Background: an optimization exercise with open tools, aiming at small area. Do not read the settings as production practice.
Only simulation tests tie the RTL to the original design; equivalence was not proved.
Power figures rest on the tool's default switching activity, not on a simulated workload.

## flow/config.mk

```make
export PLATFORM = sky130hd
export DESIGN_NAME = dtwBacktrace
export DESIGN_NICKNAME = dtwBacktrace
export VERILOG_FILES = /design/flow/design.v
export SDC_FILE = /design/flow/constraint.sdc
export NUM_CORES = 4
export LEC_CHECK = 0
export CAP_MARGIN = 20
export CORE_MARGIN = 2
export CORE_UTILIZATION = 70
export CTS_BUF_LIST = sky130_fd_sc_hd__clkbuf_8
export CTS_CLUSTER_DIAMETER = 60
export CTS_CLUSTER_SIZE = 16
export SLEW_MARGIN = 20
export SYNTH_HIERARCHICAL = 1
```

## flow/constraint.sdc

```tcl
create_clock -name core_clock -period 6.0 [get_ports {clk}]
set_input_delay 1.2000 -clock core_clock [delete_from_list [all_inputs] [get_ports {clk}]]
set_output_delay 1.2000 -clock core_clock [all_outputs]
set_load 0.01 [all_outputs]
```

## flow/design.v

```verilog
`timescale 1ns/1ps
package dtwPkg;
    localparam int SEQ_LEN  = 20;                  
    localparam int IDX_W    = 5;                   
    localparam int NUM_PE   = 6;                   
    localparam int NUM_DIAG = 2 * SEQ_LEN - 1;     
    localparam int PATH_W = 2;
    localparam int ROW_W  = NUM_PE * PATH_W;       
    localparam int GRP_W  = 5;                     
    localparam int DIST_W = 16;
    localparam int DATA_W = 32;
endpackage
`timescale 1ns/1ps
module btControl (
    input  logic                        clk,
    input  logic                        nrst,
    input  logic                        i_btEna,
    input  logic                        i_atOrigin,
    input  logic [1:0]                  i_dir,
    output logic                        o_load,
    output logic                        o_decTN,
    output logic                        o_decRN,
    output logic                        o_start
);
    logic en1;                                     
    logic en2;
    logic step;
    always_ff @(posedge clk or negedge nrst) begin
        if (!nrst) begin
            en1 <= 1'b0;
            en2 <= 1'b0;
        end else begin
            en1 <= i_btEna;
            en2 <= en1;
        end
    end
    assign o_load  = ~i_btEna;
    assign step    = en1 & ~i_atOrigin;
    assign o_decTN = ~(step & i_dir[1]);           
    assign o_decRN = ~(step & i_dir[0]);           
    assign o_start = en1 & ~en2;                   
endmodule
module btLow (
    input  logic       clk,
    input  logic       nrst,
    input  logic       i_btEna,
    input  logic [5:0] i_row,
    output logic       o_valid
);
    logic [5:0] lowN;
    logic [5:0] lowNext;
    logic [5:0] inc;
    logic       full0;
    logic       full1;
    logic       full;
    logic [6:1] cmp;
    always_ff @(posedge clk or negedge nrst) begin
        if (!nrst) begin
            lowN <= 6'(63 - dtwPkg::NUM_DIAG);
        end else begin
            lowN <= lowNext;
        end
    end
    btNand3 uF0 (.i_a (lowN[0]), .i_b (lowN[1]), .i_c (lowN[2]), .o_y (full0));
    btNand3 uF1 (.i_a (lowN[3]), .i_b (lowN[4]), .i_c (lowN[5]), .o_y (full1));
    btNor2  uF  (.i_a (full0), .i_b (full1), .o_y (full));
    btNor2  uI  (.i_a (i_btEna), .i_b (full), .o_y (inc[0]));
    for (genvar i = 0; i < 5; i++) begin : g_inc
        btHa u (.i_a (lowN[i]), .i_b (inc[i]), .o_s (lowNext[i]), .o_c (inc[i+1]));
    end
    btXor2 uI5 (.i_a (lowN[5]), .i_b (inc[5]), .o_y (lowNext[5]));
    btOr2 uC1 (.i_a (i_row[0]), .i_b (lowN[0]), .o_y (cmp[1]));
    for (genvar i = 1; i < 6; i++) begin : g_cmp
        btMaj3 u (.i_a (i_row[i]), .i_b (lowN[i]), .i_c (cmp[i]), .o_y (cmp[i+1]));
    end
    assign o_valid = cmp[6];
endmodule
module btRowDecode (
    input  logic [7:0]                  i_loN,
    input  logic [4:0]                  i_hiN,
    output logic [dtwPkg::NUM_DIAG-1:1] o_rowSel
);
    for (genvar k = 1; k < dtwPkg::NUM_DIAG; k++) begin : g_row
        btNor2 u (.i_a (i_hiN[k/8]), .i_b (i_loN[k%8]), .o_y (o_rowSel[k]));
    end
endmodule
module btUnpack (
    input  logic [4*dtwPkg::GRP_W-1:0]  i_orA,   
    input  logic [3*dtwPkg::GRP_W-1:0]  i_orB,   
    input  logic [2:0]                  i_pe,
    input  logic                        i_valid,
    output logic [1:0]                  o_dir
);
    localparam int GW = dtwPkg::GRP_W;
    logic [GW-1:0] grp;
    logic          selA;
    logic [2:0]    pos;                            
    btPeDecode uPe (.i_pe (i_pe), .o_selA (selA), .o_pos (pos));
    for (genvar b = 0; b < GW; b++) begin : g_bit
        btGrpSel u (.i_orA (i_orA[4*b +: 4]), .i_orB (i_orB[3*b +: 3]), .i_selA (selA), .o_y (grp[b]));
    end
    btCode uCode (.i_grp (grp), .i_pos (pos), .i_valid (i_valid), .o_dir (o_dir));
endmodule
module btPeDecode (
    input  logic [2:0] i_pe,
    output logic       o_selA,
    output logic [2:0] o_pos
);
    always_comb begin
        o_selA = (i_pe == 3'd1) || (i_pe == 3'd2) || (i_pe == 3'd3);
        o_pos  = 3'b000;
        case (i_pe)
            3'd1, 3'd0: o_pos[0] = 1'b1;
            3'd2, 3'd4: o_pos[1] = 1'b1;
            default:    o_pos[2] = 1'b1;
        endcase
    end
endmodule
module btGrpSel (
    input  logic [3:0] i_orA,
    input  logic [2:0] i_orB,
    input  logic       i_selA,
    output logic       o_y
);
    assign o_y = i_selA ? (|i_orA) : (|i_orB);
endmodule
module btCode (
    input  logic [dtwPkg::GRP_W-1:0] i_grp,
    input  logic [2:0]               i_pos,
    input  logic                     i_valid,
    output logic [1:0]               o_dir
);
    logic       zB;
    logic       zC;
    logic [1:0] code;
    always_comb begin
        zB = (i_grp[3:2] == 2'b00);
        zC = (i_grp[1:0] == 2'b00);
        if (i_pos[0])      code = (zB | zC) ? 2'd3 : {i_grp[4], ~i_grp[4]};
        else if (i_pos[1]) code = zB ? i_grp[1:0] : i_grp[3:2];
        else               code = zB ? 2'd3 : (zC ? {i_grp[4], ~i_grp[4]} : i_grp[1:0]);
        o_dir = i_valid ? code : 2'd3;
    end
endmodule
module btHa (input logic i_a, input logic i_b, output logic o_s, output logic o_c);
    assign {o_c, o_s} = i_a + i_b;
endmodule
module btFa (input logic i_a, input logic i_b, input logic i_c, output logic o_s, output logic o_c);
    assign {o_c, o_s} = i_a + i_b + i_c;
endmodule
module btMaj3 (input logic i_a, input logic i_b, input logic i_c, output logic o_y);
    assign o_y = (i_a & i_b) | (i_c & (i_a | i_b));
endmodule
module btXor2 (input logic i_a, input logic i_b, output logic o_y);
    assign o_y = i_a ^ i_b;
endmodule
module btXnor2 (input logic i_a, input logic i_b, output logic o_y);
    assign o_y = ~(i_a ^ i_b);
endmodule
module btOr2 (input logic i_a, input logic i_b, output logic o_y);
    assign o_y = i_a | i_b;
endmodule
module btInv (input logic i_a, output logic o_y);
    assign o_y = ~i_a;
endmodule
module btNor2 (input logic i_a, input logic i_b, output logic o_y);
    assign o_y = ~(i_a | i_b);
endmodule
module btNand2 (input logic i_a, input logic i_b, output logic o_y);
    assign o_y = ~(i_a & i_b);
endmodule
module btNand3 (input logic i_a, input logic i_b, input logic i_c, output logic o_y);
    assign o_y = ~(i_a & i_b & i_c);
endmodule
`timescale 1ns/1ps
module btCursor (
    input  logic                        clk,
    input  logic                        nrst,
    input  logic                        i_btEna,       
    input  logic                        i_decTN,       
    input  logic                        i_decRN,       
    output logic [dtwPkg::IDX_W-1:0]    o_tIndex,
    output logic [dtwPkg::IDX_W-1:0]    o_rIndex,
    output logic [5:0]                  o_row,
    output logic [7:0]                  o_loN,
    output logic [4:0]                  o_hiN,
    output logic [2:0]                  o_pe,
    output logic                        o_atOrigin
);
    btIndex btIndexT_i (.clk (clk), .nrst (nrst), .i_btEna (i_btEna), .i_decN (i_decTN), .o_idx (o_tIndex));
    btIndex btIndexR_i (.clk (clk), .nrst (nrst), .i_btEna (i_btEna), .i_decN (i_decRN), .o_idx (o_rIndex));
    btAddr  btAddr_i   (.i_t (o_tIndex), .i_r (o_rIndex), .o_row (o_row), .o_loN (o_loN), .o_hiN (o_hiN), .o_pe (o_pe), .o_atOrigin (o_atOrigin));
endmodule
module btIndex (
    input  logic       clk,
    input  logic       nrst,
    input  logic       i_btEna,
    input  logic       i_decN,
    output logic [4:0] o_idx
);
    logic [4:0] idx;
    logic [4:0] idxNext;
    logic [4:1] nzBelow;                           
    logic [4:1] borrow;
    logic [4:0] keepN;                             
    logic       load;
    always_ff @(posedge clk or negedge nrst) begin
        if (!nrst) begin
            idx <= 5'd19;
        end else begin
            idx <= idxNext;
        end
    end
    btOrPrefix uP (.i_a (idx[3:0]), .o_y (nzBelow));
    btInv uL (.i_a (i_btEna), .o_y (load));
    btXor2 uK0 (.i_a (idx[0]), .i_b (i_decN), .o_y (keepN[0]));
    for (genvar i = 1; i < 5; i++) begin : g_bit
        btNor2  uB (.i_a (i_decN), .i_b (nzBelow[i]), .o_y (borrow[i]));
        btXnor2 uK (.i_a (idx[i]), .i_b (borrow[i]), .o_y (keepN[i]));
    end
    for (genvar i = 0; i < 5; i++) begin : g_next
        if (i == 2 || i == 3) begin : g_zero
            btNor2 u (.i_a (load), .i_b (keepN[i]), .o_y (idxNext[i]));
        end else begin : g_one
            btNand2 u (.i_a (i_btEna), .i_b (keepN[i]), .o_y (idxNext[i]));
        end
    end
    assign o_idx = idx;
endmodule
module btOrPrefix (
    input  logic [3:0] i_a,
    output logic [4:1] o_y
);
    assign o_y[1] = i_a[0];
    assign o_y[2] = |i_a[1:0];
    assign o_y[3] = |i_a[2:0];
    assign o_y[4] = |i_a[3:0];
endmodule
module btAddr (
    input  logic [4:0] i_t,
    input  logic [4:0] i_r,
    output logic [5:0] o_row,
    output logic [7:0] o_loN,
    output logic [4:0] o_hiN,
    output logic [2:0] o_pe,
    output logic       o_atOrigin
);
    logic [3:1] carry;                             
    logic       carryN;
    logic       hiC;
    logic [2:0] hiSum;                             
    logic [4:0] hiSel;
    logic [5:0] rowN;
    logic       t1N;
    logic       row1N;
    logic       borrow1;
    logic       borrow2;
    logic       d2a;
    logic       d2;
    btHa uS0 (.i_a (i_t[0]), .i_b (i_r[0]), .o_s (o_row[0]), .o_c (carry[1]));
    btFa uS1 (.i_a (i_t[1]), .i_b (i_r[1]), .i_c (carry[1]), .o_s (o_row[1]), .o_c (carry[2]));
    btFa uS2 (.i_a (i_t[2]), .i_b (i_r[2]), .i_c (carry[2]), .o_s (o_row[2]), .o_c (carry[3]));
    btHa uH0 (.i_a (i_t[3]), .i_b (i_r[3]), .o_s (hiSum[0]), .o_c (hiC));
    btFa uH1 (.i_a (i_t[4]), .i_b (i_r[4]), .i_c (hiC), .o_s (hiSum[1]), .o_c (hiSum[2]));
    btInc3 uHi (.i_a (hiSum), .i_c (carry[3]), .o_y (o_row[5:3]));
    for (genvar i = 0; i < 3; i++) begin : g_inv
        btInv u (.i_a (o_row[i]), .o_y (rowN[i]));
    end
    for (genvar i = 0; i < 8; i++) begin : g_lo
        btNand3 u (
            .i_a (i[0] ? o_row[0] : rowN[0]),
            .i_b (i[1] ? o_row[1] : rowN[1]),
            .i_c (i[2] ? o_row[2] : rowN[2]),
            .o_y (o_loN[i])
        );
    end
    btDec5 uHd (.i_a (hiSum), .o_y (hiSel));
    btInv uCn (.i_a (carry[3]), .o_y (carryN));
    btNand2 uHi0 (.i_a (hiSel[0]), .i_b (carryN), .o_y (o_hiN[0]));
    for (genvar j = 1; j < 5; j++) begin : g_hi
        btMux2i u (.i_a0 (hiSel[j]), .i_a1 (hiSel[j-1]), .i_s (carry[3]), .o_y (o_hiN[j]));
    end
    btXor2  uP0 (.i_a (i_t[0]), .i_b (o_row[1]), .o_y (o_pe[0]));
    btInv   uR1 (.i_a (o_row[1]), .o_y (row1N));
    btNor2  uB1 (.i_a (i_t[0]), .i_b (row1N), .o_y (borrow1));
    btInv   uT1 (.i_a (i_t[1]), .o_y (t1N));
    btFa    uP1 (.i_a (t1N), .i_b (o_row[2]), .i_c (borrow1), .o_s (o_pe[1]), .o_c (borrow2));
    btXor2  uD2a (.i_a (i_t[2]), .i_b (o_row[3]), .o_y (d2a));
    btXor2  uD2 (.i_a (d2a), .i_b (borrow2), .o_y (d2));
    btXnor2 uP2 (.i_a (d2), .i_b (o_pe[1]), .o_y (o_pe[2]));
    btZero10 uZ (.i_a ({i_t, i_r}), .o_y (o_atOrigin));
endmodule
module btInc3 (input logic [2:0] i_a, input logic i_c, output logic [2:0] o_y);
    assign o_y = i_a + 3'(i_c);
endmodule
module btDec5 (input logic [2:0] i_a, output logic [4:0] o_y);
    always_comb begin
        for (int j = 0; j < 5; j++) o_y[j] = (i_a == 3'(j));
    end
endmodule
module btMux2i (input logic i_a0, input logic i_a1, input logic i_s, output logic o_y);
    assign o_y = ~(i_s ? i_a1 : i_a0);
endmodule
module btZero10 (input logic [9:0] i_a, output logic o_y);
    assign o_y = ~|i_a;
endmodule
`timescale 1ns/1ps
module pathStore (
    input  logic                           clk,
    input  logic                           i_load,
    input  logic [dtwPkg::ROW_W-1:0]       i_row,
    input  logic [dtwPkg::NUM_DIAG-1:1]    i_rowSel,   
    output logic [4*dtwPkg::GRP_W-1:0]      o_orA,   
    output logic [3*dtwPkg::GRP_W-1:0]      o_orB    
);
    localparam int ND = dtwPkg::NUM_DIAG;
    localparam int GW = dtwPkg::GRP_W;
    function automatic logic [1:0] clean(input logic [1:0] c);
        clean = (c == 2'd0) ? 2'd3 : c;
    endfunction
    function automatic logic [GW-1:0] pack(input logic [1:0] a0, input logic [1:0] b0, input logic [1:0] c0);
        logic [1:0] a, b, c;
        a = clean(a0);
        b = clean(b0);
        c = clean(c0);
        if (a != 2'd3)      pack = {a[1], b, c};
        else if (c != 2'd3) pack = {c[1], b, 2'b00};
        else                pack = {1'b0, 2'b00, b};
    endfunction
    logic [GW-1:0] grpA [1:ND-1];
    logic [GW-1:0] grpB [3:ND-1];
    always_ff @(posedge clk) begin
        if (i_load) begin
            grpA[ND-1] <= pack(i_row[9:8], i_row[7:6], i_row[5:4]);
            grpB[ND-1] <= pack(i_row[11:10], i_row[3:2], i_row[1:0]);
            for (int k = 1; k < ND - 1; k++) begin
                grpA[k] <= grpA[k+1];
            end
            for (int k = 3; k < ND - 1; k++) begin
                grpB[k] <= grpB[k+1];
            end
        end
    end
    for (genvar b = 0; b < GW; b++) begin : g_bit
        logic [11:0] aoA;                          
        logic        aoA37;                        
        logic [11:0] aoB;                          
        for (genvar j = 0; j < 12; j++) begin : g_tri
            btAoi222 uA (
                .i_a0 (grpA[3*j+1][b]), .i_s0 (i_rowSel[3*j+1]),
                .i_a1 (grpA[3*j+2][b]), .i_s1 (i_rowSel[3*j+2]),
                .i_a2 (grpA[3*j+3][b]), .i_s2 (i_rowSel[3*j+3]),
                .o_y  (aoA[j])
            );
            btAoi222 uB (
                .i_a0 (grpB[3*j+3][b]), .i_s0 (i_rowSel[3*j+3]),
                .i_a1 (grpB[3*j+4][b]), .i_s1 (i_rowSel[3*j+4]),
                .i_a2 (grpB[3*j+5][b]), .i_s2 (i_rowSel[3*j+5]),
                .o_y  (aoB[j])
            );
        end
        btAo22 uA37 (
            .i_a0 (grpA[37][b]), .i_s0 (i_rowSel[37]),
            .i_a1 (grpA[38][b]), .i_s1 (i_rowSel[38]),
            .o_y  (o_orA[4*b+3])
        );
        for (genvar j = 0; j < 3; j++) begin : g_nand
            btNand4 uA (.i_a (aoA[4*j+3:4*j]), .o_y (o_orA[4*b+j]));
            btNand4 uB (.i_a (aoB[4*j+3:4*j]), .o_y (o_orB[3*b+j]));
        end
    end
endmodule
module btAoi222 (
    input  logic i_a0, input logic i_s0,
    input  logic i_a1, input logic i_s1,
    input  logic i_a2, input logic i_s2,
    output logic o_y
);
    assign o_y = ~((i_a0 & i_s0) | (i_a1 & i_s1) | (i_a2 & i_s2));
endmodule
module btAo22 (
    input  logic i_a0, input logic i_s0,
    input  logic i_a1, input logic i_s1,
    output logic o_y
);
    assign o_y = (i_a0 & i_s0) | (i_a1 & i_s1);
endmodule
module btNand4 (
    input  logic [3:0] i_a,
    output logic       o_y
);
    assign o_y = ~&i_a;
endmodule
`timescale 1ns/1ps
module traceOutput (
    input  logic                      clk,
    input  logic                      i_btEna,
    input  logic                      i_start,
    input  logic [dtwPkg::DIST_W-1:0] i_finalDist,
    input  logic [dtwPkg::IDX_W-1:0]  i_tIndex,
    input  logic [dtwPkg::IDX_W-1:0]  i_rIndex,
    output logic [dtwPkg::DATA_W-1:0] o_data
);
    logic [dtwPkg::DIST_W-1:0] distReg;
    always_ff @(posedge clk) begin
        if (!i_btEna) begin
            distReg <= i_finalDist;                
        end
    end
    assign o_data = {3'b000, i_tIndex, 3'b000, i_rIndex, i_start ? distReg : 16'd0};
endmodule
`timescale 1ns/1ps
module dtwBacktrace (
    input  logic                      clk,
    input  logic                      nrst,
    input  logic                      i_btEna,
    input  logic [dtwPkg::ROW_W-1:0]  i_pathRow,
    input  logic [dtwPkg::DIST_W-1:0] i_finalDist,
    output logic                      o_btEnd,
    output logic [dtwPkg::DATA_W-1:0] o_data
);
    logic                        load;
    logic                        decTN;
    logic                        decRN;
    logic                        start;
    logic [dtwPkg::NUM_DIAG-1:1] rowSel;
    logic [1:0]                  dir;
    logic [dtwPkg::IDX_W-1:0]    tIndex;
    logic [dtwPkg::IDX_W-1:0]    rIndex;
    logic [5:0]                  row;
    logic [7:0]                  loN;
    logic [4:0]                  hiN;
    logic [2:0]                  pe;
    logic                        atOrigin;
    logic                        valid;
    logic [4*dtwPkg::GRP_W-1:0]  orA;
    logic [3*dtwPkg::GRP_W-1:0]  orB;
    btControl btControl_i (
        .clk        (clk),
        .nrst       (nrst),
        .i_btEna    (i_btEna),
        .i_atOrigin (atOrigin),
        .i_dir      (dir),
        .o_load     (load),
        .o_decTN    (decTN),
        .o_decRN    (decRN),
        .o_start    (start)
    );
    btCursor btCursor_i (
        .clk        (clk),
        .nrst       (nrst),
        .i_btEna    (i_btEna),
        .i_decTN    (decTN),
        .i_decRN    (decRN),
        .o_tIndex   (tIndex),
        .o_rIndex   (rIndex),
        .o_row      (row),
        .o_loN      (loN),
        .o_hiN      (hiN),
        .o_pe       (pe),
        .o_atOrigin (atOrigin)
    );
    btLow btLow_i (
        .clk     (clk),
        .nrst    (nrst),
        .i_btEna (i_btEna),
        .i_row   (row),
        .o_valid (valid)
    );
    btRowDecode btRowDecode_i (
        .i_loN    (loN),
        .i_hiN    (hiN),
        .o_rowSel (rowSel)
    );
    pathStore pathStore_i (
        .clk      (clk),
        .i_load   (load),
        .i_row    (i_pathRow),
        .i_rowSel (rowSel),
        .o_orA    (orA),
        .o_orB    (orB)
    );
    btUnpack btUnpack_i (
        .i_orA   (orA),
        .i_orB   (orB),
        .i_pe    (pe),
        .i_valid (valid),
        .o_dir   (dir)
    );
    traceOutput traceOutput_i (
        .clk         (clk),
        .i_btEna     (i_btEna),
        .i_start     (start),
        .i_finalDist (i_finalDist),
        .i_tIndex    (tIndex),
        .i_rIndex    (rIndex),
        .o_data      (o_data)
    );
    assign o_btEnd = atOrigin;
endmodule
```

## flow/flow/run.sh

```bash
#!/bin/bash
set -euo pipefail
bash standard.sh "BUFFER_PORTS_ARGS=-buffer_cell sky130_fd_sc_hd__buf_1" finish > standard_make.log 2>&1
```

## flow/standard.sh

```bash
#!/bin/bash
# synth_recipe.tcl (not shown) runs the flow's synth.tcl, then flattens the netlist and writes it again
# the make line also repeats each setting of config.mk as NAME=value (left out here)
make -C /OpenROAD-flow-scripts/flow DESIGN_CONFIG=/design/flow/config.mk WORK_HOME=/design/flow/orfs CLKGATE_MAP_FILE= SYNTH_SCRIPT=/design/flow/synth_recipe.tcl "${@:-finish}"
```

==> results of run 1 <==
-- power groups by stage --
stage,logic [W],clock network (W),registers [W]
6_report,0.00202,0.00125,0.00347
3_3_place_gp,0.00190,0,0.00352
5_1_grt,0.00219,0.00136,0.00349
4_1_cts,0.00198,0.00127,0.00347
3_5_place_dp,0.00197,0,0.00353
2_1_floorplan,0.00140,0,0.00350
-- placed cells by master (no fill, tap or decap), drive strengths merged, types with 2 or more instances in the layout --
master    instances
clkinvlp          2
dfstp             8
nor2             57
a222oi          120
or2               3
maj3              5
nand2            12
fa                4
a21oi            11
dfrtp            10
nand4            30
buf              60
or4               4
edfxtp          386
ha               17
and2             16
nor4             11
o21ai             5
nand3b            2
nand3            10
xor2              7
or3               2
mux2i             5
o22ai             6
conb              6
a22o              5
xnor2            10
nor2b             5
clkbuf           29
nor3b             4
inv              29
-- metal layers --
metal | GRT usage | up-vias | part of all wire
li1 | - | 3577 | -
met1 | 0.371 | 4217 | 0.38
met2 | 0.429 | 527 | 0.50
met3 | 0.0548 | 71 | 0.095
met4 | 0.0935 | 2 | 0.033
met5 | 0 | - | 0.00043
-- state kept, by name, summed over array words and instances (netlist names) --
name / cells
pathStore_i.grpB: 180
btCursor_i.btIndexT_i.idx: 5
traceOutput_i.distReg: 16
btControl_i.en2: 1
btCursor_i.btIndexR_i.idx: 5
pathStore_i.grpA: 190
btControl_i.en1: 1
btLow_i.lowN: 6
-- worst max-delay path, cell delays in order (launching register included) --
cell and delay (ps):
dfstp_2 430, ha_1 220, fa_1 370, fa_1 530, mux2i_1 550, nor2_1 390
a222oi_1 570, nand4_1 250, nor4_1 330, a21oi_1 170, o22a_1 280, o21ai_0 140
o21ai_0 110, o211ai_1 260, nand3b_1 230, nor2_1 180, xnor2_1 130, nor2_1 60
-- final cells by class --
type	count	area, sq um	share of cell area
clock inverters	13	61.3	0.00383
well taps	275	344	0.0215
repair buffers	60	282	0.0176
multi-input cells	362	2810	0.175
inverters	19	75.1	0.00469
flip-flops and latches	404	12100	0.752
clock buffers	29	399	0.0249
-- per-stage QoR --
step	TNS (ps)	worst slack [ps]	util	cell area, sq um	hold WS [ps]
2_1_floorplan	-388770	-1050	-	15100	387
3_3_place_gp	0	879	0.737	15500	429
3_5_place_dp	0	798	0.737	15500	433
4_1_cts	0	772	0.758	16000	452
5_1_grt	0	277	0.760	16000	460
6_report	0	703	0.760	16000	451
-- path summary, 6_finish.rpt --
path / end / slack (ps) / cells after the start
max in group asynchronous: btCursor_i.btIndexT_i.idx[2] / 4740 / 1
min in group asynchronous: btCursor_i.btIndexR_i.idx[2] / 710 / 1
worst min-delay path: pathStore_i.grpB[23][1] / 450 / 0
worst max-delay path: btCursor_i.btIndexR_i.idx[3] / 700 / 17
worst max register to register: btCursor_i.btIndexR_i.idx[3] / 700 / 17
worst min register to register: pathStore_i.grpB[23][1] / 450 / 0
==> metrics.csv, run 1 <==
stage;metric;value;unit
status;status;finished clean;
grt;grt_pass1_wl;45.3;mm
power;power.switching;0.00230;W
placed_design;dp_hpwl;20.2;mm
power;p_leak;5.34;nW
clock_network;cts-resized-gates;0;
power;irDropWorstVdd;0.313;mV
synthesis;yosysWarnings;18;
power;p_comb_frac;0.300;
hold_path;min_from;pathStore_i.grpB[24][1];
routing;wirelength;30.2;mm
grt;antenna_found_initial;1;
synthesis;synth_area;0.0151;sq mm
placed_design;gp_congestion;0.828;
routing;final_antenna_net_count;0;
die;core_area;0.0211;sq mm
routing;drt_iter0_drc;1448;
clock_network;numCtsBuffers;29;
hold_path;min_path_type;reg -> reg;
sta;setup_viol;0;
worst_setup_path;timing.rr.start;btCursor_i.btIndexT_i.idx[0];
grt;grt_usage;0.266;
die;die_area;0.0227;sq mm
grt;first_global_vias;8033;
layout;antennaDiodeCount;0;
power;fin_total_pwr;0.00675;W
power;power_frac_clock;0.186;
grt;grt_overflow;0;
sta;fin_crit_sh;0.883;
die;start_util;0.714;
sta;slew_headroom;0.316;
routing;route.detailed.drc;0;
synthesis;avgSynthCellArea;18.8;sq um
worst_setup_path;cp_data_required_time;6480;ps
die;ioPinCount;64;
worst_setup_path;worst-path-max-fanout;10;
clock_network;cts_max_level;1;
clock_network;cts_tree;done;
power;sequentialPowerShare;0.515;
clock_network;postCtsHoldBufs;0;
routing;vias;8394;
placed_design;portBuffers;57;
layout;instances_no_fill;1162;
synthesis;syn_inst;799;
die;row_count;53;
sta;hold_violations;0;
die;die_w;151;microns
clock_network;cts_sinks;404;
layout;n_fill_cell;1199;
worst_setup_path;criticalPathCategory;reg -> reg;
routing;routedWlPerCell;26.0;microns
power;power_density;421;mW/mm^2
power;p_int;0.00445;W
sta;drv_slew;0;
power;netSwitchingFraction;0.340;
worst_setup_path;start_kind;flip-flop;
layout;area_growth;6.39;%
sta;tightest_slew;1020;ps
job;drv_cap;0;
sta;fin_crit;5300;ps
grt;grt_max_degree;223;
layout;nets;928;
sta;rsz0062_at_grt;no;
sta;max_freq;189;MHz
sta;fin_skew;16.7;ps
clock_network;cts_setup_buffers;0;
routing;viasPerCell;7.22;
worst_setup_path;critical_path_arrival;5780;ps
routing;firstDrtPassIters;8;
placed_design;dp.cells;1119;
clock_network;cts-root-buf;clkbuf_8;
layout;layout-drive-gt1-share;0.0744;
die;die_h;151;microns
worst_setup_path;endpoint_kind;flip-flop;
worst_setup_path;cp-startpoint;btCursor_i.btIndexT_i.idx[0];
clock_network;clk_pin_slew;100;ps
clock_network;clk_latency;590;ps
clock_network;ctsLongestPathBuffers;3;
==> run 2: changes to the inputs <==
--- a/flow/design.v
+++ b/flow/design.v
@@ -354,8 +354,26 @@
             );
-            btAoi222 uB (
-                .i_a0 (grpB[3*j+3][b]), .i_s0 (i_rowSel[3*j+3]),
-                .i_a1 (grpB[3*j+4][b]), .i_s1 (i_rowSel[3*j+4]),
-                .i_a2 (grpB[3*j+5][b]), .i_s2 (i_rowSel[3*j+5]),
-                .o_y  (aoB[j])
+        end
+        if (b == GW - 1) begin : g_top
+            for (genvar j = 0; j < 11; j++) begin : g_tri
+                btAoi222 uB (
+                    .i_a0 (grpB[3*j+4][b]), .i_s0 (i_rowSel[3*j+4]),
+                    .i_a1 (grpB[3*j+5][b]), .i_s1 (i_rowSel[3*j+5]),
+                    .i_a2 (grpB[3*j+6][b]), .i_s2 (i_rowSel[3*j+6]),
+                    .o_y  (aoB[j])
+                );
+            end
+            btAoi22 uB37 (
+                .i_a0 (grpB[37][b]), .i_s0 (i_rowSel[37]),
+                .i_a1 (grpB[38][b]), .i_s1 (i_rowSel[38]),
+                .o_y  (aoB[11])
             );
+        end else begin : g_low
+            for (genvar j = 0; j < 12; j++) begin : g_tri
+                btAoi222 uB (
+                    .i_a0 (grpB[3*j+3][b]), .i_s0 (i_rowSel[3*j+3]),
+                    .i_a1 (grpB[3*j+4][b]), .i_s1 (i_rowSel[3*j+4]),
+                    .i_a2 (grpB[3*j+5][b]), .i_s2 (i_rowSel[3*j+5]),
+                    .o_y  (aoB[j])
+                );
+            end
         end
@@ -380,2 +398,9 @@
 endmodule
+module btAoi22 (
+    input  logic i_a0, input logic i_s0,
+    input  logic i_a1, input logic i_s1,
+    output logic o_y
+);
+    assign o_y = ~((i_a0 & i_s0) | (i_a1 & i_s1));
+endmodule
 module btAo22 (
==> flow/flow/run.sh (replaced) <==
#!/bin/bash
set -euo pipefail
bash standard.sh \
  "BUFFER_PORTS_ARGS=-buffer_cell sky130_fd_sc_hd__buf_1" \
  "CTS_ARGS=-sink_clustering_enable -repair_clock_nets -dont_use_dummy_load -sink_clustering_size 16 -sink_clustering_max_diameter 60 -buf_list sky130_fd_sc_hd__clkbuf_8" \
  finish > standard_make.log 2>&1
--- a/flow/config.mk
+++ b/flow/config.mk
@@ -10,5 +10,2 @@
 export CORE_UTILIZATION = 70
-export CTS_BUF_LIST = sky130_fd_sc_hd__clkbuf_8
-export CTS_CLUSTER_DIAMETER = 60
-export CTS_CLUSTER_SIZE = 16
 export SLEW_MARGIN = 20
==> run 2 against run 1 <==
- maximum frequency fell by 1.5%
- worst hold slack got worse by 43 ps
- final area fell by 0.57%
- non-clock buffer count did not move
- cell count fell by 1.1%
- utilization fell by 0.19 points
- worst setup slack got worse by 83 ps
- global-route usage rose by 0.10 points
- wire length fell by 0.93%
- register-to-register slack got worse by 80 ps
- first-iteration DRC count fell by 5.9%
- largest cell class unchanged
- largest power group unchanged
- highest routed layer is now met4
==> metrics.csv, run 2 <==
stage;metric;value;unit;change
status;status;finished clean;;
layout;nets;928;;unchanged
sta;fin_skew;64.6;ps;+47.9 ps
sta;rsz0062_at_grt;no;;
power;power_frac_clock;0.182;;-0.004
clock_network;cts_setup_buffers;0;;unchanged
layout;top_register;pathStore_i.grpA;;
clock_network;cts_max_level;1;;unchanged
die;ioPinCount;64;;unchanged
die;row_count;53;;unchanged
power;irDropWorstVdd;0.294;mV;-6.2%
synthesis;avgSynthCellArea;18.8;sq um;about the same
die;die_h;151;microns;about the same
sta;fin_ws;620;ps;-82.5 ps
die;die_area;0.0227;sq mm;-0.17%
die;start_util;0.715;;+0.000943
sta;fin_crit;5380;ps;+82.5 ps
routing;vias;8270;;-1.5%
job;drv_cap;0;;unchanged
placed_design;portBuffers;57;;unchanged
layout;final_cell_mix;edfxtp_1, a222oi_1, nor2_1, buf_1;;
worst_setup_path;endpoint_kind;flip-flop;;
worst_setup_path;cp_data_required_time;6440;ps;-40 ps
grt;grt_usage;0.267;;+0.00102
worst_setup_path;critical_path_arrival;5820;ps;+40 ps
sta;slew_headroom;0.297;;-0.0189
placed_design;dp.cells;1118;;-0.089%
routing;drt_iter0_drc;1362;;-5.9%
layout;largest_register_ffs;190;;unchanged
grt;antenna_found_initial;0;;-1
sta;tightest_slew;1050;ps;+28.3 ps
power;power_density;421;mW/mm^2;about the same
power;sequentialPowerShare;0.517;;+0.002
worst_setup_path;criticalPathCategory;reg -> reg;;
layout;final_common_cell;edfxtp_1;;
synthesis;synth_area;0.0150;sq mm;-0.18%
power;power.switching;0.00226;W;-1.5%
hold_path;min_path_type;reg -> reg;;
routing;wirelength;30.0;mm;-0.93%
sta;drv_slew;0;;unchanged
layout;n_fill_cell;1151;;-4.0%
layout;area_growth;5.98;%;
clock_network;cts-resized-gates;0;;unchanged
worst_setup_path;worst-path-max-fanout;10;;unchanged
placed_design;gp_congestion;0.863;;+4.2%
grt;first_global_vias;8030;;-0.037%
sta;whs;408;ps;-42.7 ps
power;p_leak;5.26;nW;-1.4%
grt;grt_pass1_wl;45.7;mm;+0.84%
power;p_comb_frac;0.301;;about the same
clock_network;numCtsBuffers;30;;+3.4%
layout;utilization;0.758;;-0.00195
synthesis;yosysWarnings;18;;unchanged
clock_network;cts-root-buf;clkbuf_8;;
layout;fin_area;0.0159;sq mm;-0.57%
sta;hold_violations;0;;unchanged
worst_setup_path;cp-startpoint;btCursor_i.btIndexT_i.idx[0];;
placed_design;dp_hpwl;20.1;mm;-0.18%
layout;instances_no_fill;1149;;-1.1%
clock_network;cts_tree;done;;
sta;fin_crit_sh;0.897;;+0.0138
routing;firstDrtPassIters;10;;+2
power;netSwitchingFraction;0.338;;-0.00274
layout;largestRegisters;pathStore_i.grpA (190), pathStore_i.grpB (179), traceOutput_i.distReg (16);;
grt;grt_overflow;0;;unchanged
routing;routedWlPerCell;26.1;microns;+0.19%
clock_network;ctsLongestPathBuffers;3;;unchanged
routing;final_antenna_net_count;0;;unchanged
layout;antennaDiodeCount;0;;unchanged
worst_setup_path;start_kind;flip-flop;;
clock_network;cts_sinks;403;;-0.25%
power;p_int;0.00444;W;-0.24%
routing;viasPerCell;7.20;;-0.36%
sta;max_freq;186;MHz;-1.5%
clock_network;postCtsHoldBufs;0;;unchanged
hold_path;min_from;pathStore_i.grpB[24][0];;
layout;layout-drive-gt1-share;0.0744;;about the same
clock_network;clk_latency;610;ps;+20 ps
worst_setup_path;timing.rr.start;btCursor_i.btIndexT_i.idx[0];;
clock_network;clk_pin_slew;100;ps;about the same
synthesis;syn_inst;798;;-0.13%
routing;route.detailed.drc;0;;unchanged
placed_design;placed_cell_area;0.0155;sq mm;-0.18%
die;core_area;0.0210;sq mm;-0.31%
die;die_w;151;microns;about the same
placed_design;pre_cts_slack;855;ps;+57.4 ps
grt;grt_max_degree;190;;-15%
sta;setup_viol;0;;unchanged
-- run 2: area by class of cell --
class | count | area, sq um | share of cell area
Clock buffer | 30 | 413 | 0.0259
Inverter | 19 | 75.1 | 0.00471
Multi-Input combinational cell | 362 | 2810 | 0.176
Sequential cell | 403 | 12000 | 0.755
Tap cell | 275 | 344 | 0.0216
Timing Repair Buffer | 60 | 265 | 0.0167
-- run 2: final timing paths --
kind                                                end  slack, ps  cells after the start
max                        btCursor_i.btIndexR_i.idx[2]        620                     17
min                             pathStore_i.grpB[23][0]        410                      0
max reg2reg                btCursor_i.btIndexR_i.idx[2]        620                     17
min reg2reg                     pathStore_i.grpB[23][0]        410                      0
max in group asynchronous  btCursor_i.btIndexR_i.idx[0]       4800                      2
min in group asynchronous               btLow_i.lowN[0]        590                      1
-- run 2: critical path: stages, from the launching register on --
cell and delay [ps]:
dfstp_2 430, ha_1 220, fa_1 380, fa_1 540
mux2i_1 560, nor2_1 400, a222oi_1 560, nand4_1 230
nor4_1 370, a21oi_1 160, o22a_1 240, o21ai_0 120
o21ai_0 100, o211ai_1 300, nand3b_1 230, nor2_1 180
xnor2_1 140, nor2_1 70
-- run 2: layer usage --
metal  part of all wire  wire length, microns  track usage  vias up
met2               0.49                 14700        0.432      519
met1               0.39                 11700        0.383     4130
met5                  0                     0            0        -
met3              0.094                  2810       0.0482       62
li1                   -                     -            -     3559
met4              0.025                   739       0.0769        0
-- run 2: power by group through the flow --
stage                     registers (W)  clock network (W)  logic [W]
final                           0.00346            0.00122    0.00202
after global routing            0.00349            0.00133    0.00219
after CTS                       0.00346            0.00124    0.00198
after detailed placement        0.00352                  0    0.00196
after global placement          0.00351                  0    0.00190
after floorplan                 0.00349                  0    0.00141
-- run 2: through the flow --
step	total power (W)	TNS (ps)
floorplan	0.00489	-382200
global placement	0.00541	0
detailed placement	0.00548	0
CTS	0.00669	0
global route	0.00701	0
finish	0.00670	0
==> run 3: changes to the inputs <==
--- a/flow/design.v
+++ b/flow/design.v
@@ -290,3 +290,3 @@
     btXnor2 uP2 (.i_a (d2), .i_b (o_pe[1]), .o_y (o_pe[2]));
-    btZero10 uZ (.i_a ({i_t, i_r}), .o_y (o_atOrigin));
+    btNor2 uZ (.i_a (o_hiN[0]), .i_b (o_loN[0]), .o_y (o_atOrigin));    
 endmodule
@@ -303,5 +303,2 @@
 endmodule
-module btZero10 (input logic [9:0] i_a, output logic o_y);
-    assign o_y = ~|i_a;
-endmodule
 `timescale 1ns/1ps
@@ -317,15 +314,7 @@
     localparam int GW = dtwPkg::GRP_W;
-    function automatic logic [1:0] clean(input logic [1:0] c);
-        clean = (c == 2'd0) ? 2'd3 : c;
-    endfunction
-    function automatic logic [GW-1:0] pack(input logic [1:0] a0, input logic [1:0] b0, input logic [1:0] c0);
-        logic [1:0] a, b, c;
-        a = clean(a0);
-        b = clean(b0);
-        c = clean(c0);
-        if (a != 2'd3)      pack = {a[1], b, c};
-        else if (c != 2'd3) pack = {c[1], b, 2'b00};
-        else                pack = {1'b0, 2'b00, b};
-    endfunction
+    logic [GW-1:0] packA;
+    logic [GW-1:0] packB;
     logic [GW-1:0] grpA [1:ND-1];
+    btPack uPackA (.i_a (i_row[9:8]), .i_b (i_row[7:6]), .i_c (i_row[5:4]), .o_e (packA));
+    btPack uPackB (.i_a (i_row[11:10]), .i_b (i_row[3:2]), .i_c (i_row[1:0]), .o_e (packB));
     logic [GW-1:0] grpB [3:ND-1];
@@ -333,4 +322,4 @@
         if (i_load) begin
-            grpA[ND-1] <= pack(i_row[9:8], i_row[7:6], i_row[5:4]);
-            grpB[ND-1] <= pack(i_row[11:10], i_row[3:2], i_row[1:0]);
+            grpA[ND-1] <= packA;
+            grpB[ND-1] <= packB;
             for (int k = 1; k < ND - 1; k++) begin
@@ -390,2 +379,20 @@
 endmodule
+module btPack (
+    input  logic [1:0] i_a,
+    input  logic [1:0] i_b,
+    input  logic [1:0] i_c,
+    output logic [4:0] o_e
+);
+    logic       moveA;                             
+    logic       moveC;
+    logic [1:0] b;
+    logic [1:0] c;
+    assign moveA = i_a[1] ^ i_a[0];
+    assign moveC = i_c[1] ^ i_c[0];
+    assign b     = {i_b[1], i_b[0] | ~i_b[1]};     
+    assign c     = {i_c[1], i_c[0] | ~i_c[1]};
+    assign o_e[4]   = moveA ? i_a[1] : i_c[1];
+    assign o_e[3:2] = (moveA | moveC) ? b : 2'b00;
+    assign o_e[1:0] = moveA ? c : (moveC ? 2'b00 : b);
+endmodule
 module btAoi222 (
@@ -434,3 +441,10 @@
     end
-    assign o_data = {3'b000, i_tIndex, 3'b000, i_rIndex, i_start ? distReg : 16'd0};
+    logic [dtwPkg::DIST_W-1:0] distOut;
+    for (genvar i = 0; i < dtwPkg::DIST_W; i++) begin : g_gate
+        btAnd2 u (.i_a (distReg[i]), .i_b (i_start), .o_y (distOut[i]));
+    end
+    assign o_data = {3'b000, i_tIndex, 3'b000, i_rIndex, distOut};
+endmodule
+module btAnd2 (input logic i_a, input logic i_b, output logic o_y);
+    assign o_y = i_a & i_b;
 endmodule
==> flow/flow/run.sh (replaced) <==
#!/bin/bash
set -euo pipefail
bash standard.sh \
  "BUFFER_PORTS_ARGS=-buffer_cell sky130_fd_sc_hd__buf_1" \
  "CTS_ARGS=-sink_clustering_enable -repair_clock_nets -dont_use_dummy_load -sink_clustering_size 10 -sink_clustering_max_diameter 40 -buf_list sky130_fd_sc_hd__clkbuf_4" \
  finish > standard_make.log 2>&1
==> run 3 against run 2 <==
- power shrank 0.94%
- utilization shrank 0.41 points
- critical path depth is the same
- synthesized area shrank 0.65%
- via count grew 1.3%
- final area shrank 0.86%
- register-to-register slack is essentially flat
- global-route usage grew 0.76 points
- sequential power is essentially flat
- worst setup slack is essentially flat
- cell count grew 1.2%
- critical endpoint unchanged
- highest routed layer unchanged
==> metrics.csv, run 3 <==
stage;metric;value;unit;change
job;drv_cap;0;;unchanged
sta;hold_violations;0;;unchanged
power;power_density;420;mW/mm^2;about the same
worst_setup_path;start_kind;flip-flop;;
synthesis;yosysWarnings;18;;unchanged
status;status;finished clean;;
grt;grt_max_degree;164;;-14%
clock_network;cts-root-buf;clkbuf_4;;
sta;rsz0062_at_grt;no;;
routing;route.detailed.drc;0;;unchanged
power;power.switching;0.00229;W;+1.0%
clock_network;postCtsHoldBufs;0;;unchanged
worst_setup_path;worst-path-max-fanout;10;;unchanged
routing;final_antenna_net_count;0;;unchanged
layout;largest_register_ffs;190;;unchanged
die;ioPinCount;64;;unchanged
power;p_int;0.00435;W;-1.9%
clock_network;cts-resized-gates;0;;unchanged
routing;routedWlPerCell;26.2;microns;+0.31%
worst_setup_path;criticalPathCategory;reg -> reg;;
layout;final_cell_mix;edfxtp_1, a222oi_1, nor2_1, buf_1, clkbuf_4;;
hold_path;min_path_type;reg -> reg;;
grt;antenna_found_initial;2;;+2
sta;fin_crit_sh;0.897;;about the same
power;power_frac_clock;0.173;;-0.009
worst_setup_path;cp_data_required_time;6550;ps;+110 ps
layout;n_fill_cell;1253;;+8.9%
sta;fin_skew;64.5;ps;-0.0398 ps
clock_network;cts_setup_buffers;0;;unchanged
sta;fin_crit;5380;ps;+0.330 ps
sta;drv_slew;0;;unchanged
die;die_w;150;microns;-0.32%
synthesis;syn_inst;791;;-0.88%
die;die_h;150;microns;-0.32%
layout;largestRegisters;pathStore_i.grpA (190), pathStore_i.grpB (179), traceOutput_i.distReg (16);;
layout;nets;934;;+0.65%
sta;fin_setup_tns;0;ps;unchanged
placed_design;gp_congestion;0.861;;-0.22%
grt;grt_usage;0.275;;+0.00756
routing;vias;8375;;+1.3%
die;row_count;53;;unchanged
placed_design;portBuffers;57;;unchanged
layout;layout-drive-gt1-share;0.0801;;+0.00576
power;irDropWorstVdd;0.373;mV;+27%
routing;wirelength;30.4;mm;+1.5%
layout;instances_no_fill;1163;;+1.2%
die;core_area;0.0210;sq mm;-0.32%
grt;first_global_vias;7852;;-2.2%
die;die_area;0.0225;sq mm;-0.64%
sta;max_freq;186;MHz;about the same
synthesis;synth_area;0.0149;sq mm;-0.65%
power;netSwitchingFraction;0.344;;+0.00668
die;start_util;0.713;;-0.00239
placed_design;dp.cells;1114;;-0.36%
clock_network;cts_max_level;2;;+1
synthesis;avgSynthCellArea;18.9;sq um;+0.23%
grt;grt_overflow;0;;unchanged
worst_setup_path;endpoint_kind;flip-flop;;
power;p_comb_frac;0.306;;+0.005
grt;grt_pass1_wl;46.0;mm;+0.73%
sta;slew_headroom;0.336;;+0.0388
routing;firstDrtPassIters;10;;unchanged
layout;area_growth;5.76;%;
sta;tightest_slew;992;ps;-58.0 ps
routing;viasPerCell;7.20;;about the same
clock_network;cts_tree;done;;
power;p_leak;5.22;nW;-0.78%
sta;setup_viol;0;;unchanged
layout;final_common_cell;edfxtp_1;;
clock_network;cts_sinks;403;;unchanged
clock_network;clk_latency;690;ps;+80 ps
placed_design;dp_hpwl;20.5;mm;+1.9%
layout;top_register;pathStore_i.grpA;;
clock_network;clk_pin_slew;110;ps;about the same
clock_network;ctsLongestPathBuffers;3;;unchanged
power;sequentialPowerShare;0.521;;+0.004
routing;drt_iter0_drc;1505;;+10%
worst_setup_path;critical_path_arrival;5930;ps;+110 ps
clock_network;numCtsBuffers;47;;+57%
-- run 3: final timing paths --
kind | start | to | slack [ps] | depth (start not counted)
min reg2reg | pathStore_i.grpA[23][0] | pathStore_i.grpA[22][0] | 440 | 0
max in group asynchronous | nrst | btCursor_i.btIndexR_i.idx[0] | 5160 | 1
max reg2reg | btCursor_i.btIndexT_i.idx[0] | btCursor_i.btIndexR_i.idx[2] | 620 | 17
min | pathStore_i.grpA[23][0] | pathStore_i.grpA[22][0] | 440 | 0
min in group asynchronous | nrst | btCursor_i.btIndexR_i.idx[2] | 470 | 1
max | btCursor_i.btIndexT_i.idx[0] | btCursor_i.btIndexR_i.idx[2] | 620 | 17
-- run 3: cell type report --
cell class / instances / area (sq um) / area share
diodes: 2 / 5.00 / 0.000317
clock buffers: 47 / 353 / 0.0223
inverters: 16 / 63.8 / 0.00404
multi-input cells: 359 / 2730 / 0.173
flip-flops and latches: 403 / 12000 / 0.761
well taps: 275 / 344 / 0.0218
repair buffers: 61 / 270 / 0.0171
-- run 3: power by group through the flow --
stage / Combinational, W / Clock [W] / Sequential, W
floorplan: 0.00140 / 0 / 0.00348
global placement: 0.00195 / 0 / 0.00350
detailed placement: 0.00200 / 0 / 0.00352
CTS: 0.00201 / 0.00118 / 0.00346
global route: 0.00222 / 0.00127 / 0.00348
finish: 0.00203 / 0.00115 / 0.00346
-- run 3: metal layers --
| layer | up-vias | share of wire | global-route usage |
|---|---|---|---|
| met2 | 582 | 0.48 | 0.426 |
| met1 | 4131 | 0.39 | 0.405 |
| met3 | 66 | 0.10 | 0.0591 |
| met5 | - | 0 | 0 |
| met4 | 0 | 0.026 | 0.0816 |
| li1 | 3596 | - | - |
-- run 3: stage by stage --
stage | instance area (sq um) | util | worst slack, ps | total power (W) | hold slack, ps
after floorplan | 15000 | - | -1040 | 0.00489 | 387
after global placement | 15400 | 0.736 | 839 | 0.00545 | 430
after detailed placement | 15400 | 0.736 | 721 | 0.00551 | 433
after CTS | 15800 | 0.753 | 688 | 0.00664 | 437
after global routing | 15800 | 0.753 | 233 | 0.00698 | 444
final | 15800 | 0.754 | 620 | 0.00664 | 441
-- run 3: critical path, cell delays in order, from the launching register on --
cell and delay [ps]:
dfstp_2 420, ha_1 230, fa_1 380, fa_1 530
mux2i_1 570, nor2_1 380, a222oi_1 510, nand4_1 200
nor4_1 410, a21oi_1 220, o22a_1 240, o21ai_0 160
o21ai_0 110, o211ai_1 300, nand3b_1 230, nor2_1 180
xnor2_1 130, nor2_1 70

==> static timing again, ports no longer ideal <==
The flow's constraints put no driver on any port. The routed layouts listed below were extracted and timed again, unchanged, in two steps. Step 1, drivers: a clkbuf_16 drives clk and a buf_2 each remaining input, both assumed. Step 2, shift: input delay + t, output delay - t, t = (earliest + latest rising clock arrival at the registers) / 2. This alone moves slack from input paths to output paths. a / b / c = ideal ports / drivers / drivers and shift; a / b = the first two.
run | shift t [ns] | setup slack, ns | hold slack, ns | slew at the worst register clock pin (ns) | worst data-port slew with drivers (ns)
run 1 | 0.623 | 0.703 / 0.703 / 0.703 | 0.451 / 0.451 / 0.451 | 0.10 / 0.10 | 0.04
run 2 | 0.621 | 0.620 / 0.620 / 0.620 | 0.408 / 0.408 / 0.408 | 0.10 / 0.10 | 0.04
run 3 | 0.701 | 0.620 / 0.620 / 0.620 | 0.441 / 0.441 / 0.441 | 0.12 / 0.12 | 0.04
After both steps setup and hold are still met in every run listed.
